Context: an optimization exercise on an open-source flow, tuned for small area and a short achievable clock period. The choices shown serve that exercise and are no tape-out recipe.
No functional check of the RTL was part of any run shown here.
No activity file was given, so power comes from the tool's default toggle rates. The clock port is modelled as an ideal driver; clocking choices that lean on that would not hold on a real chip.

### design/flow/flow/run.sh
#!/bin/bash
set -euo pipefail
cd "$(dirname "$0")/.."
export CTS_ARGS="$(cat flow/cts_args.txt)"
echo "CTS_ARGS=$CTS_ARGS" > flow_cts_args.log
bash standard.sh > flow_standard.log 2>&1
### design/flow/flow/cts_args.txt
-sink_clustering_enable -repair_clock_nets -dont_use_dummy_load
### design/flow/standard.sh
#!/bin/bash
# synth_recipe.tcl (not shown) runs the flow's synth.tcl, then flattens the netlist and writes it again
# the make line also repeats each setting of config.mk as NAME=value (left out here)
make -C /OpenROAD-flow-scripts/flow DESIGN_CONFIG=/design/flow/config.mk WORK_HOME=/design/flow/orfs CLKGATE_MAP_FILE= SYNTH_SCRIPT=/design/flow/synth_recipe.tcl "${@:-finish}"
### design/flow/config.mk
export PLATFORM = sky130hd
export DESIGN_NAME = letter_tx_queue
export DESIGN_NICKNAME = letter_tx_queue
export VERILOG_FILES = /design/flow/design.v
export SDC_FILE = /design/flow/constraint.sdc
export NUM_CORES = 4
export LEC_CHECK = 0
export ABC_CLOCK_PERIOD_IN_PS = 2800
export CAP_MARGIN = 20
export CORE_MARGIN = 2
export CORE_UTILIZATION = 55
export SETUP_SLACK_MARGIN = 3.0
export SLEW_MARGIN = 20
export SYNTH_MEMORY_MAX_BITS = 8192
### design/flow/constraint.sdc
create_clock -name core_clock -period 5.8 [get_ports {clk_in}]
set_input_delay 1.1600 -clock core_clock [delete_from_list [all_inputs] [get_ports {clk_in}]]
set_output_delay 1.1600 -clock core_clock [all_outputs]
set_load 0.01 [all_outputs]
### design/flow/design.v
module letter_tx_queue #(
    parameter int unsigned WIDTH        = 5,
    parameter int unsigned DEPTH        = 1000,
    parameter int unsigned OVERWRITE    = 0,
    parameter int unsigned BUSY_TIMEOUT = 1000
) (
    input  logic                       clk_in,
    input  logic                       rst_in,
    input  logic                       flush_in,
    input  logic                       data_valid_in,
    input  logic [WIDTH-1:0]           data_in,
    input  logic                       tx_busy_in,
    output logic                       tx_valid_out,
    output logic [WIDTH-1:0]           tx_data_out,
    output logic                       full_out,
    output logic                       empty_out,
    output logic [$clog2(DEPTH+1)-1:0] count_out,
    output logic                       overflow_out,
    output logic                       timeout_out
);
    localparam int unsigned CNT_W = $clog2(DEPTH + 1);
    localparam int unsigned TMR_W = $clog2(BUSY_TIMEOUT + 1);
    localparam int unsigned RL    = 20;              
    localparam int unsigned PD    = 5;               
    localparam int unsigned NR    = DEPTH / RL;      
    localparam int unsigned SW    = $clog2(RL);
    localparam int unsigned GW    = (NR > 1) ? $clog2(NR) : 1;
    localparam int unsigned TGW   = (GW > 4) ? 4 : GW;
    localparam int unsigned TG    = 2 ** TGW;
    localparam int unsigned NTG   = (NR + TG - 1) / TG;
    localparam int unsigned THW   = (NTG > 1) ? $clog2(NTG) : 1;
    localparam int unsigned WLW   = GW / 2;
    localparam int unsigned WL    = 2 ** WLW;
    localparam int unsigned NWH   = (NR + WL - 1) / WL;
    typedef enum logic [2:0] {IDLE, FETCH, ISSUE, WAIT_BUSY, WAIT_DONE} state_t;
    state_t           state_q, state_next;
    logic [TMR_W-1:0] timer_q;
    logic [CNT_W-1:0] count_next;
    logic             full_next, empty_next;
    logic             pop_c, push_c, drop_c, timeout_c;
    logic [SW-1:0]    ph_q;                  
    logic [GW-1:0]    wr_g_q;                
    logic [SW-1:0]    wr_s_q;
    logic [GW-1:0]    wp_g_q;                
    logic [GW-1:0]    fp_g_q;                
    logic [SW-1:0]    fp_s_q;
    logic [PD-1:0]    fp_m_q;                
    logic [PD-1:0]    rd_m_q;                
    logic [PD-1:0]    npf_q;                 
    logic [CNT_W-1:0] nf_q;                  
    logic             nfz_q;                 
    logic             nfl_q;                 
    logic             fpv_q;                 
    logic             fvis_q;                
    logic [RL-1:0][WIDTH-1:0] pb_q;          
    logic [RL-1:0]            pv_q;          
    logic [PD-1:0][WIDTH-1:0] pf_q;          
    logic [NWH-1:0]   wsh_q;                 
    logic [WL-1:0]    wsl_q;                 
    logic [WIDTH-1:0] wd_q;
    logic                       tv_q;
    logic [PD-1:0]              tm_q;
    logic [THW-1:0]             th_q;
    logic [NTG-1:0][WIDTH-1:0]  tp_q;
    logic [RL-1:0][NR-1:0][WIDTH-1:0] ring_q;
    logic [SW-1:0]    ph_next, fp_s_inc, fp_s_next;
    logic [GW-1:0]    wp_g_next;
    logic             we_c, fetch_c, tfetch_c, pfetch_c, wv_next;
    logic [NTG-1:0][WIDTH-1:0] tp_c;
    always_comb begin
        state_next = state_q;
        timeout_c  = 1'b0;
        pop_c      = 1'b0;
        unique case (state_q)
            IDLE:      if (!empty_out) state_next = FETCH;
            FETCH:     state_next = ISSUE;
            ISSUE: begin
                pop_c      = 1'b1;
                state_next = WAIT_BUSY;
            end
            WAIT_BUSY: begin
                if (tx_busy_in) begin
                    state_next = WAIT_DONE;
                end else if (timer_q >= TMR_W'(BUSY_TIMEOUT - 1)) begin
                    timeout_c  = 1'b1;
                    state_next = IDLE;
                end
            end
            WAIT_DONE: if (!tx_busy_in) state_next = IDLE;
            default:   state_next = IDLE;
        endcase
        push_c = data_valid_in && (!full_out || pop_c);
        drop_c = data_valid_in && full_out && !pop_c;
        if (push_c && !pop_c) begin
            count_next = count_out + CNT_W'(1);
            full_next  = (count_out == CNT_W'(DEPTH - 1));
            empty_next = 1'b0;
        end else if (!push_c && pop_c) begin
            count_next = count_out - CNT_W'(1);
            full_next  = 1'b0;
            empty_next = (count_out == CNT_W'(1));
        end else begin
            count_next = count_out;
            full_next  = full_out;
            empty_next = empty_out;
        end
    end
    always_comb begin
        we_c      = wsh_q != '0;
        ph_next   = (ph_q == SW'(RL - 1)) ? '0 : ph_q + SW'(1);
        wp_g_next = wp_g_q;
        if (we_c && ph_q == SW'(RL - 1))
            wp_g_next = (wp_g_q == GW'(NR - 1)) ? '0 : wp_g_q + GW'(1);
        wv_next   = pv_q[ph_next] || (push_c && wr_s_q == ph_next);
        if (flush_in) begin
            wp_g_next = '0;
            wv_next   = 1'b0;
        end
    end
    always_comb begin
        fetch_c  = !npf_q[PD-1] && nfz_q && ((fpv_q && nfl_q) || fvis_q);
        pfetch_c = fetch_c && fpv_q && nfl_q;
        tfetch_c = fetch_c && !(fpv_q && nfl_q);
        fp_s_inc = (fp_s_q == SW'(RL - 1)) ? '0 : fp_s_q + SW'(1);
        fp_s_next = fetch_c ? fp_s_inc : fp_s_q;
        for (int h = 0; h < NTG; h++) begin
            tp_c[h] = '0;
            for (int i = 0; i < TG; i++)
                if (h * TG + i < NR && fp_g_q[TGW-1:0] == TGW'(i)) tp_c[h] = ring_q[0][h * TG + i];
        end
    end
    always_ff @(posedge clk_in or negedge rst_in) begin
        if (!rst_in) begin
            state_q      <= IDLE;
            ph_q         <= '0;
            wr_g_q       <= '0;
            wr_s_q       <= '0;
            wp_g_q       <= '0;
            fp_g_q       <= '0;
            fp_s_q       <= '0;
            fp_m_q       <= PD'(1);
            rd_m_q       <= PD'(1);
            npf_q        <= '0;
            nf_q         <= '0;
            nfz_q        <= 1'b0;
            nfl_q        <= 1'b1;
            fpv_q        <= 1'b0;
            fvis_q       <= 1'b0;
            pv_q         <= '0;
            wsh_q        <= '0;
            wsl_q        <= '0;
            tv_q         <= 1'b0;
            timer_q      <= '0;
            count_out    <= '0;
            full_out     <= 1'b0;
            empty_out    <= 1'b1;
            tx_valid_out <= 1'b0;
            tx_data_out  <= '0;
            overflow_out <= 1'b0;
            timeout_out  <= 1'b0;
        end else begin
            ph_q   <= ph_next;
            wp_g_q <= wp_g_next;
            for (int h = 0; h < NWH; h++)
                wsh_q[h] <= wv_next && (wp_g_next / GW'(WL) == GW'(h));
            for (int l = 0; l < WL; l++)
                wsl_q[l] <= (wp_g_next % GW'(WL) == GW'(l));
            tv_q <= tfetch_c && !flush_in;
            if (flush_in) begin
                state_q      <= IDLE;
                wr_g_q       <= '0;
                wr_s_q       <= '0;
                fp_g_q       <= '0;
                fp_s_q       <= '0;
                fp_m_q       <= PD'(1);
                rd_m_q       <= PD'(1);
                npf_q        <= '0;
                nf_q         <= '0;
                nfz_q        <= 1'b0;
                nfl_q        <= 1'b1;
                fpv_q        <= 1'b0;
                fvis_q       <= (ph_q == '0);
                pv_q         <= '0;
                timer_q      <= '0;
                count_out    <= '0;
                full_out     <= 1'b0;
                empty_out    <= 1'b1;
                tx_valid_out <= 1'b0;
                overflow_out <= 1'b0;
                timeout_out  <= 1'b0;
            end else begin
                state_q <= state_next;
                for (int k = 0; k < RL; k++) begin
                    if (push_c && wr_s_q == SW'(k)) pv_q[k] <= 1'b1;
                    else if (we_c && ph_q == SW'(k)) pv_q[k] <= 1'b0;
                end
                fpv_q <= (push_c && wr_s_q == fp_s_next) ||
                         (pv_q[fp_s_next] && !(we_c && ph_q == fp_s_next));
                if (push_c) begin
                    if (wr_s_q == SW'(RL - 1)) begin
                        wr_s_q <= '0;
                        wr_g_q <= (wr_g_q == GW'(NR - 1)) ? '0 : wr_g_q + GW'(1);
                    end else begin
                        wr_s_q <= wr_s_q + SW'(1);
                    end
                end
                if (fetch_c) begin
                    fp_s_q <= fp_s_inc;
                    if (fp_s_q == SW'(RL - 1))
                        fp_g_q <= (fp_g_q == GW'(NR - 1)) ? '0 : fp_g_q + GW'(1);
                    fp_m_q <= {fp_m_q[PD-2:0], fp_m_q[PD-1]};
                end else begin
                    fvis_q <= (fp_s_q == ph_q);
                end
                if (pop_c) rd_m_q <= {rd_m_q[PD-2:0], rd_m_q[PD-1]};
                if (fetch_c && !pop_c)      npf_q <= {npf_q[PD-2:0], 1'b1};
                else if (!fetch_c && pop_c) npf_q <= {1'b0, npf_q[PD-1:1]};
                if (push_c && !fetch_c) begin
                    nf_q  <= nf_q + CNT_W'(1);
                    nfz_q <= 1'b1;
                    nfl_q <= (nf_q < CNT_W'(RL));
                end else if (!push_c && fetch_c) begin
                    nf_q  <= nf_q - CNT_W'(1);
                    nfz_q <= (nf_q != CNT_W'(1));
                    nfl_q <= (nf_q <= CNT_W'(RL + 1));
                end
                timer_q      <= (state_q == ISSUE || state_q == WAIT_BUSY) ? timer_q + TMR_W'(1) : '0;
                count_out    <= count_next;
                full_out     <= full_next;
                empty_out    <= empty_next;
                tx_valid_out <= (state_q == FETCH);
                if (state_q == FETCH)
                    for (int m = 0; m < PD; m++)
                        if (rd_m_q[m]) tx_data_out <= pf_q[m];
                if (drop_c) overflow_out <= 1'b1;
                timeout_out  <= timeout_c;
            end
        end
    end
    always_ff @(posedge clk_in) begin
        for (int k = 0; k < RL; k++)
            if (wr_s_q == SW'(k)) pb_q[k] <= data_in;
        wd_q <= (wr_s_q == ph_next) ? data_in : pb_q[ph_next];
        tm_q <= fp_m_q;
        th_q <= THW'(fp_g_q >> TGW);
        tp_q <= tp_c;
        for (int m = 0; m < PD; m++) begin
            if (pfetch_c && fp_m_q[m]) pf_q[m] <= pb_q[fp_s_q];
            else if (tv_q && tm_q[m])  pf_q[m] <= tp_q[th_q];
        end
    end
    always_ff @(posedge clk_in) begin
        for (int g = 0; g < NR; g++) begin
            ring_q[0][g] <= (wsh_q[g / WL] && wsl_q[g % WL]) ? wd_q : ring_q[RL-1][g];
            for (int k = 1; k < RL; k++) ring_q[k][g] <= ring_q[k-1][g];
        end
    end
endmodule
==> flow_summary.html, run 1 <==
<table>
<tr><th>Metric</th><th>Value</th></tr>
<tr><th colspan="2">Setup path</th></tr>
<tr><td>Slowest library cell on the worst path</td><td>mux4_2</td></tr>
<tr><td>R2r worst-path depth</td><td>9</td></tr>
<tr><td>Critical path data arrival time</td><td>~3.6 ns</td></tr>
<tr><td>Launching element type of the critical path</td><td>register</td></tr>
<tr><td>Kind of critical path</td><td>reg2reg</td></tr>
<tr><td>CP cell instances</td><td>buf_4 -&gt; ha_4 -&gt; buf_6 -&gt; a22oi_1 -&gt; o21ai_0 -&gt; mux4_2 -&gt; a21oi_1 -&gt; a211oi_1 -&gt; a221o_1</td></tr>
<tr><td>Nature of the critical path endpoint</td><td>register</td></tr>
<tr><td>Largest fanout of any net on the critical path</td><td>27</td></tr>
<tr><td>Endpoint required time on the critical path</td><td>6.62 ns</td></tr>
<tr><td>Max incr delay on CP</td><td>0.53 ns</td></tr>
<tr><th colspan="2">Drt</th></tr>
<tr><td>Drt first pass iters</td><td>5</td></tr>
<tr><td>Detailed-route wire length per cell</td><td>around 19 um</td></tr>
<tr><td>Aggregate routed wire length</td><td>around 190000 um</td></tr>
<tr><td>DR vias</td><td>roughly 47000</td></tr>
<tr><td>DRC viols</td><td>0</td></tr>
<tr><td>Drt via density</td><td>4.688</td></tr>
<tr><td>Count of nets left with antenna violations after detail routing</td><td>0</td></tr>
<tr><td>Drt initial violations</td><td>approximately 3000</td></tr>
<tr><th colspan="2">Global routing</th></tr>
<tr><td>Global-route wire length before repair</td><td>~280000 um</td></tr>
<tr><td>Total global routing overflow</td><td>0</td></tr>
<tr><td>Initial antenna violation count</td><td>22</td></tr>
<tr><td>Pin count of the biggest net entering global routing</td><td>slightly below 60</td></tr>
<tr><td>Number of global-route vias before repair</td><td>46560</td></tr>
<tr><td>Total track usage</td><td>between 10% and 20%</td></tr>
<tr><th colspan="2">Pwr</th></tr>
<tr><td>Leakage power summed over all cells</td><td>around 0.054 uW</td></tr>
<tr><td>Power per Cell Area</td><td>462.1 nW/um^2</td></tr>
<tr><td>Total power consumption of the routed design</td><td>62250 uW</td></tr>
<tr><td>VDD IR-drop max</td><td>between 0.3 and 0.4 mV</td></tr>
<tr><th colspan="2">Place</th></tr>
<tr><td>DP Wirelength</td><td>117400 um</td></tr>
<tr><td>Place WS</td><td>roughly 2.2 ns</td></tr>
<tr><td>Placed cell count</td><td>9502</td></tr>
<tr><td>IO Port Bufs</td><td>29</td></tr>
<tr><td>Placer Congestion</td><td>roughly 0.86</td></tr>
<tr><th colspan="2">Floorplanning</th></tr>
<tr><td>Top Ports</td><td>30</td></tr>
<tr><td>Starting density of the core</td><td>55.38%</td></tr>
<tr><td>Number of rows in the core area</td><td>170</td></tr>
<tr><td>Die ar.</td><td>219900 um^2</td></tr>
<tr><td>CORE AREA</td><td>roughly 210000 um^2</td></tr>
<tr><td>Horizontal die dimension</td><td>around 470 um</td></tr>
<tr><td>DIE HEIGHT</td><td>468.9 um</td></tr>
<tr><th colspan="2">Finish</th></tr>
<tr><td>Nets</td><td>7202</td></tr>
<tr><td>Share of layout cells above drive strength 1</td><td>between 10% and 20%</td></tr>
<tr><td>Register area</td><td>approximately 110000 um^2</td></tr>
<tr><td>Layout-stage area growth over the synthesis result</td><td>13.32%</td></tr>
<tr><td>Fill cells</td><td>15160</td></tr>
<tr><td>Finished Layout Cells</td><td>approximately 10000</td></tr>
<tr><td>Area of the multi-input gates</td><td>10920 um^2</td></tr>
<tr><th colspan="2">Synthesis</th></tr>
<tr><td>Synth Area in Compound Gates</td><td>~2.0%</td></tr>
<tr><td>Synthesized-area fraction occupied by and/or/nand/nor cells</td><td>under 10%</td></tr>
<tr><td>Synthesized net count</td><td>between 6000 and 7000</td></tr>
<tr><td>Adder-cell share of the synthesized area</td><td>less than 1%</td></tr>
<tr><td>Synth Instances</td><td>just under 7000</td></tr>
<tr><td>Total of warnings raised by yosys</td><td>1</td></tr>
<tr><td>Count of different cell masters after synthesis</td><td>85</td></tr>
<tr><td>Count of flip-flops with a built-in enable after synthesis</td><td>roughly 130</td></tr>
<tr><td>Post-Syn Area per Cell</td><td>between 15 and 20 um^2</td></tr>
<tr><td>Synthesized-area fraction occupied by xor and xnor cells</td><td>less than 1%</td></tr>
<tr><td>Share of the synthesized area in the top cell type</td><td>around 85%</td></tr>
<tr><td>Async S/R FF share, synth</td><td>under 10%</td></tr>
<tr><td>Area contributors post-synth</td><td>dfxtp_1 (85%), edfxtp_1 (3.2%), mux2_2 (2.6%)</td></tr>
<tr><td>Dominant combinational cell family by area after synthesis</td><td>multiplexers</td></tr>
<tr><td>Post-synthesis sequential area ratio</td><td>about 91%</td></tr>
<tr><td>Synthesis-stage register bit count</td><td>approximately 5300</td></tr>
<tr><td>Area of the mapped netlist</td><td>118900 um^2</td></tr>
<tr><td>Top FF cell, synth</td><td>dfxtp_1</td></tr>
<tr><td>Multiplexer share of the synthesized area</td><td>around 4.3%</td></tr>
<tr><td>Most area-hungry cell type in the Yosys netlist</td><td>dfxtp_1</td></tr>
<tr><th colspan="2">STA</th></tr>
<tr><td>Maximum clock frequency</td><td>0.3654 GHz</td></tr>
<tr><td>Worst Tran Pin Value</td><td>about 1.1 ns</td></tr>
<tr><td>Final Skew</td><td>0.1057 ns</td></tr>
<tr><td>Max Slew Vio Count</td><td>0</td></tr>
<tr><td>Final setup violation count</td><td>0</td></tr>
<tr><td>Final critical delay including setup and external delays</td><td>roughly 2.7 ns</td></tr>
<tr><td>Final Hold Vio Count</td><td>0</td></tr>
<tr><td>Setup repair after global routing missed its margin</td><td>true</td></tr>
<tr><td>Period Utilization, post-route</td><td>between 40% and 50%</td></tr>
<tr><td>Slew HR</td><td>between 20% and 30%</td></tr>
<tr><td>Setup total negative slack</td><td>0 ns</td></tr>
<tr><td>Final hold slack</td><td>0.2344 ns</td></tr>
<tr><td>Final critical-path setup slack</td><td>3.063 ns</td></tr>
<tr><th colspan="2">Min path</th></tr>
<tr><td>Worst hold path cell count</td><td>0</td></tr>
<tr><td>Worst min-delay path category</td><td>reg2reg</td></tr>
<tr><th colspan="2">Clocking</th></tr>
<tr><td>Buffer cell driving the clock tree root</td><td>clkbuf_16</td></tr>
<tr><td>Number of H-tree branching levels</td><td>5</td></tr>
<tr><td># hold bufs at CTS</td><td>0</td></tr>
<tr><td>Clock latency on the worst-skew pair</td><td>roughly 0.97 ns</td></tr>
<tr><td>Number of CTS-inserted buffers</td><td>464</td></tr>
<tr><td>Sink Count</td><td>around 5300</td></tr>
<tr><td>Bufs on Longest Clock Path</td><td>4</td></tr>
<tr><td>TritonCTS clock tree</td><td>yes</td></tr>
<tr><td>Post-CTS clock slew at the launch and capture registers of the worst setup and hold paths</td><td>~0.060 ns</td></tr>
<tr><th colspan="2">Status</th></tr>
<tr><td>Run status</td><td>no timing/DRC/antenna violations</td></tr>
<tr><th colspan="2">Flow run</th></tr>
<tr><td>Max Cap Viol</td><td>0</td></tr>
</table>
==> Yosys cell counts (5+ instances only) <==
| master | count |
|---|---|
| a32o_1 | 8 |
| and3_1 | 22 |
| nand2_1 | 198 |
| edfxtp_1 | 125 |
| dfrtp_1 | 121 |
| buf_1 | 8 |
| nand4_1 | 10 |
| o31ai_1 | 6 |
| nor3_1 | 38 |
| clkbuf_1 | 96 |
| mux4_2 | 73 |
| ha_1 | 24 |
| nor2b_1 | 13 |
| xnor2_1 | 20 |
| nor4_1 | 13 |
| or3_1 | 8 |
| o21ai_0 | 96 |
| a211oi_1 | 26 |
| mux2_2 | 275 |
| or2_2 | 6 |
| inv_1 | 27 |
| a22oi_1 | 40 |
| xor2_1 | 25 |
| a2111oi_0 | 5 |
| mux4_1 | 10 |
| nand2b_1 | 9 |
| buf_2 | 14 |
| a21oi_1 | 51 |
| mux2i_1 | 15 |
| a31oi_1 | 6 |
| a221o_1 | 13 |
| o22ai_1 | 29 |
| o311ai_0 | 9 |
| o211ai_1 | 9 |
| nor2_1 | 119 |
| dfxtp_1 | 5032 |
| a221oi_1 | 8 |
| nand3_1 | 36 |
==> cell families after synthesis <==
kind of cell | Yosys count
mux | 373
fa+ha+maj | 24
flops | 5282
xor+xnor | 47
compound gates | 350
simple gates | 507
buf+inv | 154
==> path summary, 6_finish.rpt <==
path	from	slack, ns	endpoint
min in group asynchronous	rst_in	0.30	timer_q[8]
min	ring_q[870]	0.23	ring_q[1120]
min reg2reg	ring_q[870]	0.23	ring_q[1120]
max in group asynchronous	rst_in	4.22	ph_q[2]
max reg2reg	fp_g_q[0]	3.06	tp_q[2]
max	fp_g_q[0]	3.06	tp_q[2]
==> per-stage QoR <==
| step | util [%] | cell area, um^2 |
|---|---|---|
| floorplan | - | 118900 |
| global placement | 57.02 | 122400 |
| detailed placement | 57.02 | 122400 |
| CTS | 62.65 | 134400 |
| global route | 62.75 | 134700 |
| finish | 62.76 | 134700 |
==> critical path: cells and delay by family, from the launching register on <==
family                   cells  cell delay [ns]
adder cells (fa/ha/maj)      1             0.19
AO/OA/AOI/OAI                5             1.11
multiplexers                 1             0.53
buffers and inverters        2             0.37
flip-flops                   1             0.45
==> placed cells by master (no fill, tap or decap), types with 26 or more instances in the layout <==
cell and count:
a211oi_1 26, o21ai_0 92, o22ai_1 29, mux4_2 73, mux2_2 275, clkbuf_16 464, nor2_1 115, dfxtp_1 5027
a22oi_1 40, nand3_1 31, edfxtp_1 125, dfrtp_1 98, nand2_1 193, nor3_1 38, buf_4 46, a21oi_1 42
==> power by group <==
part | total [uW] | internal, uW | switching (uW)
clock | 25200 | 13900 | 11200
combinational | 498 | 199 | 299
sequential | 36600 | 36500 | 64.9
total | 62200 | 50700 | 11600
==> flip-flops by register name, summed over array words and instances (netlist names), 2 cells and up <==
signal / flops
pf_q: 25
rd_m_q: 5
wd_q: 5
wsl_q: 8
wr_s_q: 5
npf_q: 5
timer_q: 10
tm_q: 5
pb_q: 100
ph_q: 5
nf_q: 10
fp_g_q: 6
fp_m_q: 5
pv_q: 20
th_q: 2
tp_q: 20
wp_g_q: 6
tx_data_out: 5
count_out: 10
fp_s_q: 5
ring_q: 5000
state_q: 3
wsh_q: 7
==> layout make-up <==
| class | count | share of cell area (%) |
|---|---|---|
| multi-input combinational | 1303 | 8.104 |
| antenna | 12 | 0.02229 |
| timing repair buffer | 87 | 0.6010 |
| inverter | 30 | 0.08360 |
| sequential | 5282 | 79.93 |
| tap | 2838 | 2.636 |
| clock buffer | 464 | 8.620 |
==> layer usage <==
layer	global-route usage [%]	wire length (um)	vias to the layer above
met5	0	0	-
met4	6.840	6648	0
met3	3.401	8575	424
met2	26.58	83980	1005
met1	24.62	91260	22890
li1	-	-	22640
==> repair_timing <==
| action | 4_1_cts | 5_1_grt |
|---|---|---|
| setup endpoints to repair | 75 | 27 |
| resized for setup | 103 | 44 |
| setup buffers | 29 | 6 |
| pin swaps | 1 | 6 |
| cloned | 2 | 1 |
==> inputs of run 2 (changes only) <==
==> design/flow/flow/cts_args.txt (replaced) <==
-sink_clustering_enable -repair_clock_nets -dont_use_dummy_load -sink_clustering_size 28 -sink_clustering_max_diameter 60
==> flow_summary.html, run 2 <==
<table>
<tr><th>Metric</th><th>Value</th></tr>
<tr><th colspan="2">Status</th></tr>
<tr><td>Run status</td><td>no timing/DRC/antenna violations</td></tr>
<tr><th colspan="2">STA</th></tr>
<tr><td>Maximum clock frequency</td><td>0.3646 GHz (-0.20%)</td></tr>
<tr><td>Worst Tran Pin Value</td><td>1.162 ns (+0.01461 ns)</td></tr>
<tr><td>Final setup violation count</td><td>0 (unchanged)</td></tr>
<tr><td>Final critical delay including setup and external delays</td><td>2.743 ns (+0.005600 ns)</td></tr>
<tr><td>Final Hold Vio Count</td><td>0 (unchanged)</td></tr>
<tr><td>Final Skew</td><td>0.09435 ns (-0.01134 ns)</td></tr>
<tr><td>Period Utilization, post-route</td><td>47.29% (+0.097 points)</td></tr>
<tr><td>Slew HR</td><td>22.52% (-0.97 points)</td></tr>
<tr><td>Final critical-path setup slack</td><td>3.057 ns (-0.005600 ns)</td></tr>
<tr><td>Setup total negative slack</td><td>0 ns (unchanged)</td></tr>
<tr><td>Setup repair after global routing missed its margin</td><td>true</td></tr>
<tr><td>Max Slew Vio Count</td><td>0 (unchanged)</td></tr>
<tr><td>Final hold slack</td><td>0.2329 ns (-0.001586 ns)</td></tr>
<tr><th colspan="2">Finish</th></tr>
<tr><td>Number of flip-flops under the largest register name</td><td>5000 (unchanged)</td></tr>
<tr><td>Nets</td><td>6964 (-3.3%)</td></tr>
<tr><td>Share of layout cells above drive strength 1</td><td>10.57% (-3.1 points)</td></tr>
<tr><td>Biggest registers after layout</td><td>ring_q x5000, pb_q x100, pf_q x25</td></tr>
<tr><td>Leading cell type in the layout, fill and taps excluded</td><td>dfxtp_1</td></tr>
<tr><td>Post-Route Utilization</td><td>59.97% (-2.8 points)</td></tr>
<tr><td>Most frequent cells in the layout</td><td>dfxtp_1 (5027), mux2_2 (275), clkbuf_16 (225)</td></tr>
<tr><td>Layout-stage area growth over the synthesis result</td><td>8.284%</td></tr>
<tr><td>Register containing the most flip-flops in the final layout</td><td>ring_q</td></tr>
<tr><th colspan="2">Min path</th></tr>
<tr><td>Worst hold path cell count</td><td>0 (unchanged)</td></tr>
<tr><td>Startpoint of the worst hold path</td><td>ring_q[3222]</td></tr>
<tr><td>Worst min-delay path category</td><td>reg2reg</td></tr>
<tr><td>Min-Delay Endpoint</td><td>ring_q[3472]</td></tr>
<tr><th colspan="2">Synthesis</th></tr>
<tr><td>Async S/R FF share, synth</td><td>2.367% (unchanged)</td></tr>
<tr><td>Area of the mapped netlist</td><td>118900 um^2 (unchanged)</td></tr>
<tr><td>Most frequent cell after synthesis</td><td>dfxtp_1</td></tr>
<tr><td>Share of the synthesized area in the top cell type</td><td>84.75% (unchanged)</td></tr>
<tr><td>Synthesized net count</td><td>6771 (unchanged)</td></tr>
<tr><td>Post-synthesis sequential area ratio</td><td>90.54% (unchanged)</td></tr>
<tr><td>Top FF cell, synth</td><td>dfxtp_1</td></tr>
<tr><td>Most area-hungry cell type in the Yosys netlist</td><td>dfxtp_1</td></tr>
<tr><td>Post-Syn Area per Cell</td><td>17.64 um^2 (unchanged)</td></tr>
<tr><td>Commonest cells in the synthesized netlist</td><td>dfxtp_1 (5032), mux2_2 (275), nand2_1 (198), edfxtp_1 (125), dfrtp_1 (121)</td></tr>
<tr><td>Count of different cell masters after synthesis</td><td>85 (unchanged)</td></tr>
<tr><td>Synthesis-stage register bit count</td><td>5282 (unchanged)</td></tr>
<tr><td>Total of warnings raised by yosys</td><td>1 (unchanged)</td></tr>
<tr><td>Area contributors post-synth</td><td>dfxtp_1 (85%), edfxtp_1 (3.2%), mux2_2 (2.6%)</td></tr>
<tr><td>Synth Instances</td><td>6737 (unchanged)</td></tr>
<tr><td>Count of flip-flops with a built-in enable after synthesis</td><td>125 (unchanged)</td></tr>
<tr><th colspan="2">Place</th></tr>
<tr><td>Place WS</td><td>2.225 ns (unchanged)</td></tr>
<tr><td>IO Port Bufs</td><td>29 (unchanged)</td></tr>
<tr><td>Placer Congestion</td><td>0.8612 (unchanged)</td></tr>
<tr><td>DP Wirelength</td><td>117400 um (unchanged)</td></tr>
<tr><th colspan="2">Clocking</th></tr>
<tr><td>Number of CTS-inserted buffers</td><td>225 (-52%)</td></tr>
<tr><td>Buffer cell driving the clock tree root</td><td>clkbuf_16</td></tr>
<tr><td>Clock latency on the worst-skew pair</td><td>0.86 ns (-0.11 ns)</td></tr>
<tr><td># hold bufs at CTS</td><td>0 (unchanged)</td></tr>
<tr><td>TritonCTS clock tree</td><td>yes</td></tr>
<tr><td>Sink Count</td><td>5282 (unchanged)</td></tr>
<tr><td>Number of H-tree branching levels</td><td>4 (-1)</td></tr>
<tr><td>Bufs on Longest Clock Path</td><td>3 (-1)</td></tr>
<tr><td>Post-CTS clock slew at the launch and capture registers of the worst setup and hold paths</td><td>0.10 ns (+0.04 ns)</td></tr>
<tr><th colspan="2">Setup path</th></tr>
<tr><td>Nature of the critical path endpoint</td><td>register</td></tr>
<tr><td>Worst R2R End</td><td>wsh_q[1]</td></tr>
<tr><td>Kind of critical path</td><td>reg2reg</td></tr>
<tr><td>Launching element type of the critical path</td><td>register</td></tr>
<tr><td>Critical path data arrival time</td><td>3.45 ns (-0.11 ns)</td></tr>
<tr><td>Worst reg2reg setup slack</td><td>3.06 ns (about the same)</td></tr>
<tr><td>Worst reg2reg path startpoint</td><td>ph_q[1]</td></tr>
<tr><td>Largest fanout of any net on the critical path</td><td>7 (-74%)</td></tr>
<tr><td>CP startpoint</td><td>ph_q[1]</td></tr>
<tr><td>Endpoint required time on the critical path</td><td>6.51 ns (-0.11 ns)</td></tr>
<tr><td>R2r worst-path depth</td><td>9 (unchanged)</td></tr>
<tr><th colspan="2">Drt</th></tr>
<tr><td>Detailed-route wire length per cell</td><td>18.91 um (-0.54%)</td></tr>
<tr><td>Drt first pass iters</td><td>7 (+2)</td></tr>
<tr><td>DR vias</td><td>45140 (-3.9%)</td></tr>
<tr><td>Drt via density</td><td>4.618 (-1.5%)</td></tr>
<tr><td>Drt initial violations</td><td>2956 (+1.2%)</td></tr>
<tr><td>Count of nets left with antenna violations after detail routing</td><td>0 (unchanged)</td></tr>
<tr><td>DRC viols</td><td>0 (unchanged)</td></tr>
<tr><td>Aggregate routed wire length</td><td>184900 um (-2.9%)</td></tr>
<tr><th colspan="2">Global routing</th></tr>
<tr><td>Initial antenna violation count</td><td>25 (+14%)</td></tr>
<tr><td>Total global routing overflow</td><td>0 (unchanged)</td></tr>
<tr><td>Global-route wire length before repair</td><td>272100 um (-4.2%)</td></tr>
<tr><td>Pin count of the biggest net entering global routing</td><td>59 (unchanged)</td></tr>
<tr><td>Number of global-route vias before repair</td><td>43540 (-6.5%)</td></tr>
<tr><td>Total track usage</td><td>16.75% (-0.65 points)</td></tr>
<tr><th colspan="2">Pwr</th></tr>
<tr><td>Power per Cell Area</td><td>417.5 nW/um^2 (-9.7%)</td></tr>
<tr><td>Leakage power summed over all cells</td><td>0.05076 uW (-5.4%)</td></tr>
<tr><td>Total power consumption of the routed design</td><td>53730 uW (-14%)</td></tr>
<tr><td>VDD IR-drop max</td><td>0.3074 mV (-0.77%)</td></tr>
<tr><th colspan="2">Floorplanning</th></tr>
<tr><td>Number of rows in the core area</td><td>170 (unchanged)</td></tr>
<tr><td>Horizontal die dimension</td><td>468.9 um (unchanged)</td></tr>
<tr><td>Top Ports</td><td>30 (unchanged)</td></tr>
<tr><td>Starting density of the core</td><td>55.38% (unchanged)</td></tr>
<tr><td>CORE AREA</td><td>214600 um^2 (unchanged)</td></tr>
<tr><td>Die ar.</td><td>219900 um^2 (unchanged)</td></tr>
<tr><td>DIE HEIGHT</td><td>468.9 um (unchanged)</td></tr>
<tr><th colspan="2">Flow run</th></tr>
<tr><td>Max Cap Viol</td><td>0 (unchanged)</td></tr>
</table>
run 2: cell counts after synthesis:
Identical to the previous run, type by type.
run 2: report_power, final:
group / total, uW / internal (uW) / leakage, uW / switching (uW)
clock: 16700 / 6910 / 0.00277 / 9800
combinational: 488 / 199 / 0.00468 / 289
sequential: 36500 / 36500 / 0.0433 / 69.0
run 2: logic make-up after synthesis:
family | Yosys count | share of synthesized area (%)
fa+ha+maj | 24 | 0.2526
xor+xnor | 47 | 0.3705
mux | 373 | 4.336
simple gates | 507 | 1.989
flops | 5282 | 90.54
buf+inv | 154 | 0.5326
compound gates | 350 | 1.977
run 2: repair_timing:
action,CTS,global route
endpoints found under the hold margin,0,0
pin swaps,1,7
setup buffers,25,12
cloned,2,0
gates resized for setup,75,51
setup endpoints to repair,74,30
run 2: how the worst max path moves through the flow:
stage / end / slack [ns]
4_1_cts: fpv_q / 2.77
3_5_place_dp: fpv_q / 2.22
5_1_grt: fpv_q / 2.94
3_3_place_gp: fpv_q / 2.21
2_1_floorplan: wd_q[4] / 3.03
6_report: wsh_q[1] / 3.06
run 2: cell type report:
cell class	count	area, um^2
multi-input combinational	1302	10900
clock buffer	225	5630
fill	15750	85910
sequential	5282	107700
timing repair buffer	89	829.5
tap	2838	3551
antenna	9	22.52
inverter	30	112.6
run 2: metrics by stage:
stage	cell area, um^2	instances
2_1_floorplan	118900	6737
5_1_grt	128700	9769
4_1_cts	128400	9754
3_3_place_gp	122400	9502
6_report	128700	9775
3_5_place_dp	122400	9502
run 2: worst max-delay path, cell delays in order, from the launching register on:
cell,delay (ns)
dfrtp_2,0.43
ha_4,0.20
and4bb_4,0.22
nor2_4,0.17
buf_12,0.15
mux4_1,0.54
mux4_2,0.46
and2_4,0.18
o21ai_2,0.22
nor2_1,0.09
run 2: per-layer routing:
layer	part of all wire, %	GRT usage (%)	vias up
li1	-	-	22120
met1	49	24.43	21980
met2	44	25.68	737
met3	4.1	2.833	314
met4	3.1	5.291	0
met5	0	0	-
==> inputs of run 3 (changes only) <==
==> design/flow/flow/cts_args.txt (replaced) <==
-sink_clustering_enable -repair_clock_nets -dont_use_dummy_load -sink_clustering_size 32 -sink_clustering_max_diameter 45
==> flow_summary.html, run 3 <==
<table>
<tr><th>Metric</th><th>Value</th></tr>
<tr><th colspan="2">Setup path</th></tr>
<tr><td>Worst reg2reg setup slack</td><td>3.05 ns (about the same)</td></tr>
<tr><td>CP cell instances</td><td>inv_1 -&gt; ha_4 -&gt; nor2b_4 -&gt; buf_12 -&gt; a22oi_1 -&gt; o21ai_0 -&gt; mux4_2 -&gt; a21oi_1 -&gt; a211oi_1 -&gt; a221o_1</td></tr>
<tr><td>Nature of the critical path endpoint</td><td>register</td></tr>
<tr><td>Launching element type of the critical path</td><td>register</td></tr>
<tr><td>Worst R2R End</td><td>tp_q[2]</td></tr>
<tr><td>Max incr delay on CP</td><td>0.51 ns (-0.03 ns)</td></tr>
<tr><td>CP startpoint</td><td>fp_g_q[0]</td></tr>
<tr><td>Endpoint required time on the critical path</td><td>6.67 ns (+0.16 ns)</td></tr>
<tr><td>WP buf/inv</td><td>2 (+1)</td></tr>
<tr><td>Kind of critical path</td><td>reg2reg</td></tr>
<tr><td>Worst reg2reg path startpoint</td><td>fp_g_q[0]</td></tr>
<tr><td>Cell class contributing the biggest share of worst-path delay</td><td>compound AO/OA/AOI/OAI gates</td></tr>
<tr><td>Worst setup path endpoint</td><td>tp_q[2]</td></tr>
<tr><td>Largest fanout of any net on the critical path</td><td>9 (+2)</td></tr>
<tr><td>Slowest library cell on the worst path</td><td>o21ai_0</td></tr>
<tr><td>Stages on worst setup path</td><td>10 (+1)</td></tr>
<tr><td>Critical path data arrival time</td><td>3.62 ns (+0.17 ns)</td></tr>
<tr><td>R2r worst-path depth</td><td>10 (+1)</td></tr>
<tr><th colspan="2">STA</th></tr>
<tr><td>Final setup violation count</td><td>0 (unchanged)</td></tr>
<tr><td>Setup total negative slack</td><td>0 ns (unchanged)</td></tr>
<tr><td>Max Slew Vio Count</td><td>0 (unchanged)</td></tr>
<tr><td>Final Skew</td><td>0.1214 ns (+0.02709 ns)</td></tr>
<tr><td>Final critical delay including setup and external delays</td><td>2.751 ns (+0.008120 ns)</td></tr>
<tr><td>Setup repair after global routing missed its margin</td><td>true</td></tr>
<tr><td>Final Hold Vio Count</td><td>0 (unchanged)</td></tr>
<tr><td>Slew HR</td><td>27.82% (+5.3 points)</td></tr>
<tr><td>Worst Tran Pin Value</td><td>1.083 ns (-0.07961 ns)</td></tr>
<tr><td>Period Utilization, post-route</td><td>47.43% (+0.14 points)</td></tr>
<tr><td>Maximum clock frequency</td><td>0.3635 GHz (-0.30%)</td></tr>
<tr><th colspan="2">Finish</th></tr>
<tr><td>Post-Route Utilization</td><td>62.11% (+2.1 points)</td></tr>
<tr><td>Biggest registers after layout</td><td>ring_q x5000, pb_q x100, pf_q x25</td></tr>
<tr><td>Register containing the most flip-flops in the final layout</td><td>ring_q</td></tr>
<tr><td>Number of flip-flops under the largest register name</td><td>5000 (unchanged)</td></tr>
<tr><td>Layout-stage area growth over the synthesis result</td><td>12.15%</td></tr>
<tr><td>Most frequent cells in the layout</td><td>dfxtp_1 (5027), clkbuf_16 (407), mux2_2 (275)</td></tr>
<tr><td>Nets</td><td>7148 (+2.6%)</td></tr>
<tr><td>Leading cell type in the layout, fill and taps excluded</td><td>dfxtp_1</td></tr>
<tr><td>Share of layout cells above drive strength 1</td><td>13.05% (+2.5 points)</td></tr>
<tr><th colspan="2">Global routing</th></tr>
<tr><td>Fraction of met1 tracks used by global routing</td><td>24.63% (+0.21 points)</td></tr>
<tr><td>Pin count of the biggest net entering global routing</td><td>59 (unchanged)</td></tr>
<tr><td>Number of global-route vias before repair</td><td>45590 (+4.7%)</td></tr>
<tr><td>Global-route wire length before repair</td><td>280100 um (+2.9%)</td></tr>
<tr><td>Layer carrying the most global-route usage</td><td>met2</td></tr>
<tr><td>Met2 global-route usage</td><td>26.18% (+0.50 points)</td></tr>
<tr><td>Total track usage</td><td>17.23% (+0.48 points)</td></tr>
<tr><td>Met3 global-route usage</td><td>3.145% (+0.31 points)</td></tr>
<tr><td>Initial antenna violation count</td><td>22 (-12%)</td></tr>
<tr><td>Total global routing overflow</td><td>0 (unchanged)</td></tr>
<tr><th colspan="2">Clocking</th></tr>
<tr><td># hold bufs at CTS</td><td>0 (unchanged)</td></tr>
<tr><td>Clock latency on the worst-skew pair</td><td>0.98 ns (+0.12 ns)</td></tr>
<tr><td>Number of CTS-inserted buffers</td><td>406 (+80%)</td></tr>
<tr><td>Sink Count</td><td>5282 (unchanged)</td></tr>
<tr><td>Number of H-tree branching levels</td><td>5 (+1)</td></tr>
<tr><td>TritonCTS clock tree</td><td>yes</td></tr>
<tr><td>Bufs on Longest Clock Path</td><td>4 (+1)</td></tr>
<tr><td>Post-CTS clock slew at the launch and capture registers of the worst setup and hold paths</td><td>0.08 ns (-0.02 ns)</td></tr>
<tr><td>Buffer cell driving the clock tree root</td><td>clkbuf_16</td></tr>
<tr><th colspan="2">Drt</th></tr>
<tr><td>Drt via density</td><td>4.663 (+0.97%)</td></tr>
<tr><td>Aggregate routed wire length</td><td>189400 um (+2.5%)</td></tr>
<tr><td>Drt first pass iters</td><td>7 (unchanged)</td></tr>
<tr><td>DRC viols</td><td>0 (unchanged)</td></tr>
<tr><td>Count of nets left with antenna violations after detail routing</td><td>0 (unchanged)</td></tr>
<tr><td>Drt initial violations</td><td>2967 (+0.37%)</td></tr>
<tr><td>DR vias</td><td>46440 (+2.9%)</td></tr>
<tr><td>Detailed-route wire length per cell</td><td>19.02 um (+0.56%)</td></tr>
<tr><th colspan="2">Floorplanning</th></tr>
<tr><td>DIE HEIGHT</td><td>468.9 um (unchanged)</td></tr>
<tr><td>CORE AREA</td><td>214600 um^2 (unchanged)</td></tr>
<tr><td>Top Ports</td><td>30 (unchanged)</td></tr>
<tr><td>Die ar.</td><td>219900 um^2 (unchanged)</td></tr>
<tr><td>Starting density of the core</td><td>55.38% (unchanged)</td></tr>
<tr><td>Horizontal die dimension</td><td>468.9 um (unchanged)</td></tr>
<tr><td>Number of rows in the core area</td><td>170 (unchanged)</td></tr>
<tr><th colspan="2">Synthesis</th></tr>
<tr><td>Share of the synthesized area in the top cell type</td><td>84.75% (unchanged)</td></tr>
<tr><td>Area of the mapped netlist</td><td>118900 um^2 (unchanged)</td></tr>
<tr><td>Synthesis-stage register bit count</td><td>5282 (unchanged)</td></tr>
<tr><td>Commonest cells in the synthesized netlist</td><td>dfxtp_1 (5032), mux2_2 (275), nand2_1 (198), edfxtp_1 (125), dfrtp_1 (121)</td></tr>
<tr><td>Count of different cell masters after synthesis</td><td>85 (unchanged)</td></tr>
<tr><td>Synthesized net count</td><td>6771 (unchanged)</td></tr>
<tr><td>Post-Syn Area per Cell</td><td>17.64 um^2 (unchanged)</td></tr>
<tr><td>Most frequent cell after synthesis</td><td>dfxtp_1</td></tr>
<tr><td>Synth Instances</td><td>6737 (unchanged)</td></tr>
<tr><td>Total of warnings raised by yosys</td><td>1 (unchanged)</td></tr>
<tr><td>Post-synthesis sequential area ratio</td><td>90.54% (unchanged)</td></tr>
<tr><td>Async S/R FF share, synth</td><td>2.367% (unchanged)</td></tr>
<tr><td>Top FF cell, synth</td><td>dfxtp_1</td></tr>
<tr><td>Most area-hungry cell type in the Yosys netlist</td><td>dfxtp_1</td></tr>
<tr><td>Area contributors post-synth</td><td>dfxtp_1 (85%), edfxtp_1 (3.2%), mux2_2 (2.6%)</td></tr>
<tr><td>Count of flip-flops with a built-in enable after synthesis</td><td>125 (unchanged)</td></tr>
<tr><th colspan="2">Min path</th></tr>
<tr><td>Worst min-delay path category</td><td>reg2reg</td></tr>
<tr><th colspan="2">Pwr</th></tr>
<tr><td>Power per Cell Area</td><td>451.9 nW/um^2 (+8.2%)</td></tr>
<tr><td>Leakage power summed over all cells</td><td>0.05299 uW (+4.4%)</td></tr>
<tr><td>VDD IR-drop max</td><td>0.3228 mV (+5.0%)</td></tr>
<tr><th colspan="2">Place</th></tr>
<tr><td>DP Wirelength</td><td>117400 um (unchanged)</td></tr>
<tr><td>Placer Congestion</td><td>0.8612 (unchanged)</td></tr>
<tr><td>IO Port Bufs</td><td>29 (unchanged)</td></tr>
<tr><th colspan="2">Flow run</th></tr>
<tr><td>Max Cap Viol</td><td>0 (unchanged)</td></tr>
<tr><th colspan="2">Status</th></tr>
<tr><td>Run status</td><td>no timing/DRC/antenna violations</td></tr>
</table>
## run 3: cell types whose count changed in the layout (fill, tap and decap cells not counted), moves of 2 or more
cell and delta:
mux4_1 -3, mux4_2 +3, dlygate4sd2_1 -11, buf_2 +2, clkdlybuf4s15_1 +4, clkbuf_16 +182
clkdlybuf4s15_2 +4, nand2_2 +2
## run 3: kinds of logic (layout without fill, tap and decap cells)
kind of cell	count (synthesis)	count (layout)	synth area share, %
flip-flops	5282	5282	90.54
AND/OR/NAND/NOR	507	509	1.989
multiplexers	373	373	4.336
AO/OA/AOI/OAI	350	350	1.977
buffers and inverters	154	527	0.5326
XOR/XNOR	47	47	0.3705
adder cells (fa/ha/maj)	24	24	0.2526
other	0	10	0
## run 3: worst min-delay path by stage
stage | to | slack [ns] | startpoint | cells after the start
after floorplan | ring_q[1000] | 0.31 | ring_q[750] | 0
after global placement | ring_q[2919] | 0.31 | ring_q[2669] | 0
after detailed placement | ring_q[1037] | 0.31 | ring_q[787] | 0
after CTS | ring_q[2600] | 0.24 | ring_q[2350] | 0
after global routing | ring_q[2600] | 0.24 | ring_q[2350] | 0
final | ring_q[2600] | 0.25 | ring_q[2350] | 0
## run 3: stage by stage
step / std cells / hold WS (ns) / setup WS, ns / power (uW) / cell area (um^2)
CTS: 9936 / 0.2423 / 2.798 / 60900 / 133000
floorplan: 6737 / 0.3096 / 3.030 / 37640 / 118900
global placement: 9502 / 0.3095 / 2.206 / 37850 / 122400
finish: 9960 / 0.2483 / 3.049 / 60240 / 133300
global route: 9952 / 0.2405 / 2.957 / 62310 / 133300
detailed placement: 9502 / 0.3121 / 2.225 / 37850 / 122400
## run 3: cell type report
cell class | count | area, um^2
Fill cell | 15270 | 81310
Tap cell | 2838 | 3551
Sequential cell | 5282 | 107700
Clock buffer | 406 | 10160
Timing Repair Buffer | 91 | 878.3
Antenna cell | 10 | 25.02
Multi-Input combinational cell | 1303 | 10910
Inverter | 30 | 112.6
## run 3: report_power, final
| group | total, uW | internal, uW | switching [uW] |
|---|---|---|---|
| logic | 504 | 208 | 296 |
| registers | 36600 | 36500 | 65.4 |
| clock network | 23200 | 12300 | 10900 |
## run 3: timing repair
item	CTS	global route
buffers inserted	26	12
endpoints found under the setup margin	74	29
gates cloned	2	2
gates resized for setup	105	51
pin swaps	1	7
## run 3: metal layers
metal	part of all wire, %	vias to the layer above
li1	-	22530
met1	48	22520
met2	44	1010
met3	4.6	383
met4	3.4	0
met5	0	-
==> inputs of run 4 (changes only) <==
==> design/flow/flow/cts_args.txt (replaced) <==
-sink_clustering_enable -repair_clock_nets -dont_use_dummy_load -sink_clustering_size 36 -sink_clustering_max_diameter 50
==> flow_summary.html, run 4 <==
<table>
<tr><th>Metric</th><th>Value</th></tr>
<tr><th colspan="2">STA</th></tr>
<tr><td>Worst Tran Pin Value</td><td>1.160 ns (+0.07696 ns)</td></tr>
<tr><td>Final Hold Vio Count</td><td>0 (unchanged)</td></tr>
<tr><td>Maximum clock frequency</td><td>0.3665 GHz (+0.81%)</td></tr>
<tr><td>Period Utilization, post-route</td><td>47.05% (-0.38 points)</td></tr>
<tr><td>Final Skew</td><td>0.09959 ns (-0.02185 ns)</td></tr>
<tr><td>Max Slew Vio Count</td><td>0 (unchanged)</td></tr>
<tr><td>Slew HR</td><td>22.69% (-5.1 points)</td></tr>
<tr><td>Final hold slack</td><td>0.2543 ns (+0.006014 ns)</td></tr>
<tr><td>Setup total negative slack</td><td>0 ns (unchanged)</td></tr>
<tr><td>Final critical delay including setup and external delays</td><td>2.729 ns (-0.02203 ns)</td></tr>
<tr><td>Final setup violation count</td><td>0 (unchanged)</td></tr>
<tr><td>Setup repair after global routing missed its margin</td><td>true</td></tr>
<tr><th colspan="2">Setup path</th></tr>
<tr><td>Worst reg2reg path startpoint</td><td>ph_q[0]</td></tr>
<tr><td>CP cell instances</td><td>ha_4 -&gt; and4bb_4 -&gt; nor2_4 -&gt; buf_12 -&gt; buf_12 -&gt; mux4_2 -&gt; mux4_2 -&gt; a22oi_1 -&gt; o21ai_0</td></tr>
<tr><td>Launching element type of the critical path</td><td>register</td></tr>
<tr><td>CP startpoint</td><td>ph_q[0]</td></tr>
<tr><td>Largest fanout of any net on the critical path</td><td>13 (+4)</td></tr>
<tr><td>Endpoint required time on the critical path</td><td>6.55 ns (-0.12 ns)</td></tr>
<tr><td>Nature of the critical path endpoint</td><td>register</td></tr>
<tr><td>Slowest library cell on the worst path</td><td>mux4_2</td></tr>
<tr><td>Max incr delay on CP</td><td>0.54 ns (+0.03 ns)</td></tr>
<tr><td>WP buf/inv</td><td>2 (unchanged)</td></tr>
<tr><td>Worst reg2reg setup slack</td><td>3.07 ns (+0.02 ns)</td></tr>
<tr><td>Cell class contributing the biggest share of worst-path delay</td><td>multiplexers</td></tr>
<tr><td>Critical path data arrival time</td><td>3.47 ns (-0.15 ns)</td></tr>
<tr><td>Kind of critical path</td><td>reg2reg</td></tr>
<tr><th colspan="2">Flow run</th></tr>
<tr><td>Max Cap Viol</td><td>0 (unchanged)</td></tr>
<tr><th colspan="2">Global routing</th></tr>
<tr><td>Number of global-route vias before repair</td><td>44140 (-3.2%)</td></tr>
<tr><td>Initial antenna violation count</td><td>25 (+14%)</td></tr>
<tr><td>Total global routing overflow</td><td>0 (unchanged)</td></tr>
<tr><td>Global-route wire length before repair</td><td>274700 um (-1.9%)</td></tr>
<tr><td>Total track usage</td><td>16.93% (-0.30 points)</td></tr>
<tr><td>Pin count of the biggest net entering global routing</td><td>59 (unchanged)</td></tr>
<tr><th colspan="2">Floorplanning</th></tr>
<tr><td>Starting density of the core</td><td>55.38% (unchanged)</td></tr>
<tr><td>Horizontal die dimension</td><td>468.9 um (unchanged)</td></tr>
<tr><td>Top Ports</td><td>30 (unchanged)</td></tr>
<tr><td>Number of rows in the core area</td><td>170 (unchanged)</td></tr>
<tr><td>Die ar.</td><td>219900 um^2 (unchanged)</td></tr>
<tr><td>CORE AREA</td><td>214600 um^2 (unchanged)</td></tr>
<tr><td>DIE HEIGHT</td><td>468.9 um (unchanged)</td></tr>
<tr><th colspan="2">Drt</th></tr>
<tr><td>Drt via density</td><td>4.648 (-0.33%)</td></tr>
<tr><td>DRC viols</td><td>0 (unchanged)</td></tr>
<tr><td>Count of nets left with antenna violations after detail routing</td><td>0 (unchanged)</td></tr>
<tr><td>Drt first pass iters</td><td>6 (-1)</td></tr>
<tr><td>Detailed-route wire length per cell</td><td>18.93 um (-0.48%)</td></tr>
<tr><td>DR vias</td><td>45840 (-1.3%)</td></tr>
<tr><td>Drt initial violations</td><td>2810 (-5.3%)</td></tr>
<tr><td>Aggregate routed wire length</td><td>186700 um (-1.4%)</td></tr>
<tr><th colspan="2">Synthesis</th></tr>
<tr><td>Area of the mapped netlist</td><td>118900 um^2 (unchanged)</td></tr>
<tr><td>Total of warnings raised by yosys</td><td>1 (unchanged)</td></tr>
<tr><td>Top FF cell, synth</td><td>dfxtp_1</td></tr>
<tr><td>Count of flip-flops with a built-in enable after synthesis</td><td>125 (unchanged)</td></tr>
<tr><td>Area contributors post-synth</td><td>dfxtp_1 (85%), edfxtp_1 (3.2%), mux2_2 (2.6%)</td></tr>
<tr><td>Share of the synthesized area in the top cell type</td><td>84.75% (unchanged)</td></tr>
<tr><td>Count of different cell masters after synthesis</td><td>85 (unchanged)</td></tr>
<tr><td>Async S/R FF share, synth</td><td>2.367% (unchanged)</td></tr>
<tr><td>Post-Syn Area per Cell</td><td>17.64 um^2 (unchanged)</td></tr>
<tr><td>Synthesized net count</td><td>6771 (unchanged)</td></tr>
<tr><td>Most frequent cell after synthesis</td><td>dfxtp_1</td></tr>
<tr><td>Commonest cells in the synthesized netlist</td><td>dfxtp_1 (5032), mux2_2 (275), nand2_1 (198), edfxtp_1 (125), dfrtp_1 (121)</td></tr>
<tr><td>Synthesis-stage register bit count</td><td>5282 (unchanged)</td></tr>
<tr><td>Synth Instances</td><td>6737 (unchanged)</td></tr>
<tr><td>Post-synthesis sequential area ratio</td><td>90.54% (unchanged)</td></tr>
<tr><td>Most area-hungry cell type in the Yosys netlist</td><td>dfxtp_1</td></tr>
<tr><th colspan="2">Clocking</th></tr>
<tr><td>Bufs on Longest Clock Path</td><td>4 (unchanged)</td></tr>
<tr><td>Post-CTS clock slew at the launch and capture registers of the worst setup and hold paths</td><td>0.08 ns (about the same)</td></tr>
<tr><td>Buffer cell driving the clock tree root</td><td>clkbuf_16</td></tr>
<tr><td>Sink Count</td><td>5282 (unchanged)</td></tr>
<tr><td>Clock latency on the worst-skew pair</td><td>0.96 ns (-0.02 ns)</td></tr>
<tr><td>Number of H-tree branching levels</td><td>5 (unchanged)</td></tr>
<tr><td>TritonCTS clock tree</td><td>yes</td></tr>
<tr><td>Number of CTS-inserted buffers</td><td>305 (-25%)</td></tr>
<tr><th colspan="2">Finish</th></tr>
<tr><td>Nets</td><td>7052 (-1.3%)</td></tr>
<tr><td>Layout-stage area growth over the synthesis result</td><td>9.993%</td></tr>
<tr><td>Post-Route Utilization</td><td>60.92% (-1.2 points)</td></tr>
<tr><td>Most frequent cells in the layout</td><td>dfxtp_1 (5027), clkbuf_16 (305), mux2_2 (275)</td></tr>
<tr><td>Number of flip-flops under the largest register name</td><td>5000 (unchanged)</td></tr>
<tr><td>Fill cells</td><td>15550 (+1.8%)</td></tr>
<tr><td>Leading cell type in the layout, fill and taps excluded</td><td>dfxtp_1</td></tr>
<tr><td>Biggest registers after layout</td><td>ring_q x5000, pb_q x100, pf_q x25</td></tr>
<tr><td>Register area</td><td>107700 um^2 (about the same)</td></tr>
<tr><td>Register containing the most flip-flops in the final layout</td><td>ring_q</td></tr>
<tr><td>Finished Layout Cells</td><td>9863 (-0.97%)</td></tr>
<tr><td>Area of the multi-input gates</td><td>10870 um^2 (-0.41%)</td></tr>
<tr><td>Share of layout cells above drive strength 1</td><td>11.79% (-1.3 points)</td></tr>
<tr><th colspan="2">Place</th></tr>
<tr><td>Placed cell count</td><td>9502 (unchanged)</td></tr>
<tr><td>IO Port Bufs</td><td>29 (unchanged)</td></tr>
<tr><td>DP Wirelength</td><td>117400 um (unchanged)</td></tr>
<tr><td>Placer Congestion</td><td>0.8612 (unchanged)</td></tr>
<tr><th colspan="2">Pwr</th></tr>
<tr><td>Power per Cell Area</td><td>433.8 nW/um^2 (-4.0%)</td></tr>
<tr><td>Leakage power summed over all cells</td><td>0.05176 uW (-2.3%)</td></tr>
<tr><td>Total power consumption of the routed design</td><td>56710 uW (-5.9%)</td></tr>
<tr><td>VDD IR-drop max</td><td>0.3806 mV (+18%)</td></tr>
<tr><th colspan="2">Min path</th></tr>
<tr><td>Worst min-delay path category</td><td>reg2reg</td></tr>
<tr><td>Startpoint of the worst hold path</td><td>ring_q[4223]</td></tr>
<tr><th colspan="2">Status</th></tr>
<tr><td>Run status</td><td>no timing/DRC/antenna violations</td></tr>
</table>
==> run 4: path summary, 6_finish.rpt <==
kind	end	cells past startpoint
min in group asynchronous	timer_q[4]	1
hold / removal	ring_q[4473]	0
setup / recovery	wd_q[3]	9
hold reg to reg	ring_q[4473]	0
max in group asynchronous	wsh_q[1]	2
setup reg to reg	wd_q[3]	9
==> run 4: final cells by class <==
type                       instances  share of cell area [%]
clock buffer                     305                   5.838
timing repair buffer              97                  0.6862
tap                             2838                   2.716
inverter                          30                 0.08613
sequential                      5282                   82.35
multi-input combinational       1302                   8.310
antenna                            9                 0.01723
==> run 4: metal layers <==
metal | up-vias | GRT usage (%) | part of all wire [%]
met2 | 883 | 25.61 | 43
met4 | 2 | 6.514 | 3.6
met5 | - | 0 | 0.0048
met3 | 379 | 2.998 | 4.3
li1 | 22320 | - | -
met1 | 22260 | 24.43 | 49
==> run 4: logic make-up (layout without fill, tap and decap cells) <==
| logic type | Yosys count | count (layout) | synth area share, % |
|---|---|---|---|
| fa+ha+maj | 24 | 24 | 0.2526 |
| xor+xnor | 47 | 47 | 0.3705 |
| simple gates | 507 | 508 | 1.989 |
| compound gates | 350 | 350 | 1.977 |
| flops | 5282 | 5282 | 90.54 |
| buf+inv | 154 | 432 | 0.5326 |
| other cells | 0 | 9 | 0 |
| mux | 373 | 373 | 4.336 |
==> run 4: timing repair <==
item	CTS	global route
buffers inserted	32	13
hold buffers	0	0
gates cloned	2	0
gates resized for setup	95	45
endpoints found under the setup margin	74	29
pin swaps	2	7
==> run 4: power by group <==
group	leakage, uW	internal (uW)	switching (uW)
clock network	0.00376	9350	10300
registers	0.0433	36500	64.5
logic	0.00469	207	299
total	0.0518	46000	10700
==> run 4: metrics by stage <==
stage / cell area, um^2 / setup slack [ns]
floorplan: 118900 / 3.030
global placement: 122400 / 2.206
detailed placement: 122400 / 2.225
CTS: 130500 / 2.768
global route: 130700 / 2.964
finish: 130700 / 3.071
==> inputs of run 5 (changes only) <==
==> design/flow/flow/cts_args.txt (replaced) <==
-sink_clustering_enable -repair_clock_nets -dont_use_dummy_load -sink_clustering_size 32 -sink_clustering_max_diameter 70
==> flow_summary.html, run 5 <==
<table>
<tr><th>Metric</th><th>Value</th></tr>
<tr><th colspan="2">Synthesis</th></tr>
<tr><td>Post-Syn Area per Cell</td><td>17.64 um^2 (unchanged)</td></tr>
<tr><td>Area contributors post-synth</td><td>dfxtp_1 (85%), edfxtp_1 (3.2%), mux2_2 (2.6%)</td></tr>
<tr><td>Most frequent cell after synthesis</td><td>dfxtp_1</td></tr>
<tr><td>Area of the mapped netlist</td><td>118900 um^2 (unchanged)</td></tr>
<tr><td>Count of different cell masters after synthesis</td><td>85 (unchanged)</td></tr>
<tr><td>Count of flip-flops with a built-in enable after synthesis</td><td>125 (unchanged)</td></tr>
<tr><td>Async S/R FF share, synth</td><td>2.367% (unchanged)</td></tr>
<tr><td>Top FF cell, synth</td><td>dfxtp_1</td></tr>
<tr><td>Commonest cells in the synthesized netlist</td><td>dfxtp_1 (5032), mux2_2 (275), nand2_1 (198), edfxtp_1 (125), dfrtp_1 (121)</td></tr>
<tr><td>Post-synthesis sequential area ratio</td><td>90.54% (unchanged)</td></tr>
<tr><td>Synth Instances</td><td>6737 (unchanged)</td></tr>
<tr><td>Total of warnings raised by yosys</td><td>1 (unchanged)</td></tr>
<tr><td>Synthesized net count</td><td>6771 (unchanged)</td></tr>
<tr><th colspan="2">STA</th></tr>
<tr><td>Final critical delay including setup and external delays</td><td>2.761 ns (+0.03194 ns)</td></tr>
<tr><td>Period Utilization, post-route</td><td>47.60% (+0.55 points)</td></tr>
<tr><td>Worst Tran Pin Value</td><td>1.134 ns (-0.02509 ns)</td></tr>
<tr><td>Setup total negative slack</td><td>0 ns (unchanged)</td></tr>
<tr><td>Final Hold Vio Count</td><td>0 (unchanged)</td></tr>
<tr><td>Maximum clock frequency</td><td>0.3622 GHz (-1.2%)</td></tr>
<tr><td>Slew HR</td><td>24.37% (+1.7 points)</td></tr>
<tr><td>Final Skew</td><td>0.1109 ns (+0.01129 ns)</td></tr>
<tr><td>Final setup violation count</td><td>0 (unchanged)</td></tr>
<tr><td>Max Slew Vio Count</td><td>0 (unchanged)</td></tr>
<tr><th colspan="2">Floorplanning</th></tr>
<tr><td>Number of rows in the core area</td><td>170 (unchanged)</td></tr>
<tr><td>Top Ports</td><td>30 (unchanged)</td></tr>
<tr><td>CORE AREA</td><td>214600 um^2 (unchanged)</td></tr>
<tr><td>Die ar.</td><td>219900 um^2 (unchanged)</td></tr>
<tr><td>Horizontal die dimension</td><td>468.9 um (unchanged)</td></tr>
<tr><td>Starting density of the core</td><td>55.38% (unchanged)</td></tr>
<tr><td>DIE HEIGHT</td><td>468.9 um (unchanged)</td></tr>
<tr><th colspan="2">Finish</th></tr>
<tr><td>Share of layout cells above drive strength 1</td><td>10.41% (-1.4 points)</td></tr>
<tr><td>Area of the multi-input gates</td><td>10890 um^2 (+0.18%)</td></tr>
<tr><td>Layout-stage area growth over the synthesis result</td><td>7.756%</td></tr>
<tr><td>Post-route cell area</td><td>128100 um^2 (-2.0%)</td></tr>
<tr><td>Biggest registers after layout</td><td>ring_q x5000, pb_q x100, pf_q x25</td></tr>
<tr><td>Most frequent cells in the layout</td><td>dfxtp_1 (5027), mux2_2 (275), clkbuf_16 (197)</td></tr>
<tr><td>Register containing the most flip-flops in the final layout</td><td>ring_q</td></tr>
<tr><td>Fill cells</td><td>15850 (+1.9%)</td></tr>
<tr><td>Nets</td><td>6945 (-1.5%)</td></tr>
<tr><td>Leading cell type in the layout, fill and taps excluded</td><td>dfxtp_1</td></tr>
<tr><th colspan="2">Drt</th></tr>
<tr><td>Drt initial violations</td><td>3091 (+10%)</td></tr>
<tr><td>Drt first pass iters</td><td>5 (-1)</td></tr>
<tr><td>Count of nets left with antenna violations after detail routing</td><td>0 (unchanged)</td></tr>
<tr><td>Drt via density</td><td>4.616 (-0.68%)</td></tr>
<tr><td>DR vias</td><td>45020 (-1.8%)</td></tr>
<tr><td>Detailed-route wire length per cell</td><td>18.90 um (-0.17%)</td></tr>
<tr><td>DRC viols</td><td>0 (unchanged)</td></tr>
<tr><th colspan="2">Setup path</th></tr>
<tr><td>Largest fanout of any net on the critical path</td><td>7 (-6)</td></tr>
<tr><td>Kind of critical path</td><td>reg2reg</td></tr>
<tr><td>R2r worst-path depth</td><td>9 (unchanged)</td></tr>
<tr><td>Critical path data arrival time</td><td>3.45 ns (-0.02 ns)</td></tr>
<tr><td>Endpoint required time on the critical path</td><td>6.49 ns (-0.06 ns)</td></tr>
<tr><td>CP cell instances</td><td>ha_4 -&gt; and4bb_4 -&gt; nor2_4 -&gt; buf_12 -&gt; mux4_1 -&gt; mux4_2 -&gt; and2_4 -&gt; o21ai_2 -&gt; nor2_1</td></tr>
<tr><th colspan="2">Global routing</th></tr>
<tr><td>Initial antenna violation count</td><td>23 (-8.0%)</td></tr>
<tr><td>Number of global-route vias before repair</td><td>43210 (-2.1%)</td></tr>
<tr><td>Global-route wire length before repair</td><td>271100 um (-1.3%)</td></tr>
<tr><td>Pin count of the biggest net entering global routing</td><td>59 (unchanged)</td></tr>
<tr><th colspan="2">Clocking</th></tr>
<tr><td>Bufs on Longest Clock Path</td><td>3 (-1)</td></tr>
<tr><td>Buffer cell driving the clock tree root</td><td>clkbuf_16</td></tr>
<tr><td>TritonCTS clock tree</td><td>yes</td></tr>
<tr><td>Number of CTS-inserted buffers</td><td>197 (-35%)</td></tr>
<tr><td>Number of H-tree branching levels</td><td>4 (-1)</td></tr>
<tr><th colspan="2">Min path</th></tr>
<tr><td>Worst hold path cell count</td><td>0 (unchanged)</td></tr>
<tr><td>Worst min-delay path category</td><td>reg2reg</td></tr>
<tr><th colspan="2">Place</th></tr>
<tr><td>Post-placement cell area</td><td>122400 um^2 (unchanged)</td></tr>
<tr><td>DP Wirelength</td><td>117400 um (unchanged)</td></tr>
<tr><td>IO Port Bufs</td><td>29 (unchanged)</td></tr>
<tr><th colspan="2">Pwr</th></tr>
<tr><td>VDD IR-drop max</td><td>0.3207 mV (-16%)</td></tr>
<tr><td>Power per Cell Area</td><td>412.1 nW/um^2 (-5.0%)</td></tr>
<tr><th colspan="2">Status</th></tr>
<tr><td>Run status</td><td>no timing/DRC/antenna violations</td></tr>
<tr><th colspan="2">Flow run</th></tr>
<tr><td>Max Cap Viol</td><td>0 (unchanged)</td></tr>
</table>
run 5: cell counts after synthesis:
Identical to the previous run, type by type.
run 5: layout make-up:
class | instances | area share [%]
sequential | 5282 | 84.06
antenna | 7 | 0.01368
inverter | 30 | 0.08987
clock buffer | 197 | 3.849
timing repair buffer | 98 | 0.7209
multi-input combinational | 1302 | 8.499
tap | 2838 | 2.772
run 5: power by group:
part | switching [uW] | total [uW] | internal [uW]
registers | 67.9 | 36500 | 36500
logic | 292 | 490 | 198
clock network | 9630 | 15700 | 6110
total | 9990 | 52800 | 42800
run 5: what timing repair did:
item                       in CTS  in global routing
setup endpoints to repair      74                 30
setup buffers                  33                 12
pin swaps                       2                  8
gates cloned                    3                  0
resized for setup              77                 54
run 5: routing by layer:
metal / vias to the layer above / global-route usage [%] / wire (um)
li1: 22080 / - / -
met1: 21920 / 24.43 / 91120
met2: 748 / 25.54 / 79970
met3: 281 / 2.771 / 7541
met4: 0 / 5.452 / 5704
met5: - / 0 / 0
run 5: path summary, 6_finish.rpt:
| path | endpoint | slack, ns | start |
|---|---|---|---|
| max in group asynchronous | ph_q[4] | 4.13 | rst_in |
| worst max-delay path | wsh_q[1] | 3.04 | ph_q[1] |
| worst max register to register | wsh_q[1] | 3.04 | ph_q[1] |
| worst min-delay path | ring_q[2763] | 0.27 | ring_q[2513] |
| worst min register to register | ring_q[2763] | 0.27 | ring_q[2513] |
| min in group asynchronous | timer_q[8] | 0.43 | rst_in |
run 5: cell families after synthesis:
kind of cell	share of synthesized area, %
flops	90.54
simple gates	1.989
mux	4.336
compound gates	1.977
buf+inv	0.5326
xor+xnor	0.3705
fa+ha+maj	0.2526
run 5: through the flow:
stage | std cells | total power (uW) | hold WS (ns) | worst slack, ns | utilization, %
final | 9754 | 52780 | 0.2682 | 3.039 | 59.68
after global routing | 9748 | 54630 | 0.2761 | 2.950 | 59.67
after CTS | 9735 | 53300 | 0.2710 | 2.785 | 59.55
after global placement | 9502 | 37850 | 0.3095 | 2.206 | 57.02
after floorplan | 6737 | 37640 | 0.3096 | 3.030 | -
after detailed placement | 9502 | 37850 | 0.3121 | 2.225 | 57.02
run 5: critical path, delay by kind of cell, from the launching register on:
kind | cells | cell delay [ns]
AND/OR/NAND/NOR | 4 | 0.69
adder cells (fa/ha/maj) | 1 | 0.20
flip-flops | 1 | 0.42
multiplexers | 2 | 1.00
AO/OA/AOI/OAI | 1 | 0.22
buffers and inverters | 1 | 0.16

[port drivers added, routing unchanged]
The results above use ideal ports. As a check the final layouts listed here were re-extracted and re-timed, cells and wires unchanged.
Step 1: set_driving_cell puts a clkbuf_16 on clk_in and a buf_2 on each other input, an assumption about the parent block.
Step 2 times the ports against the registers' clock, not the clock port: input delays grow and output delays shrink by t, the midpoint of the rising clock arrivals with the driver on.
Slacks: ideal ports / drivers / drivers and shift; pairs: ideal ports / drivers.
| run | t (ns) | slack for setup (ns) |
|---|---|---|
| run 1 | 1.007 | 3.063 / 2.996 / 2.407 |
| run 2 | 0.907 | 3.057 / 3.006 / 2.423 |
| run 3 | 1.004 | 3.049 / 3.005 / 2.394 |
| run 4 | 0.989 | 3.071 / 3.006 / 2.386 |
| run 5 | 0.899 | 3.039 / 3.000 / 2.420 |
After both steps setup and hold are still met in every run listed.
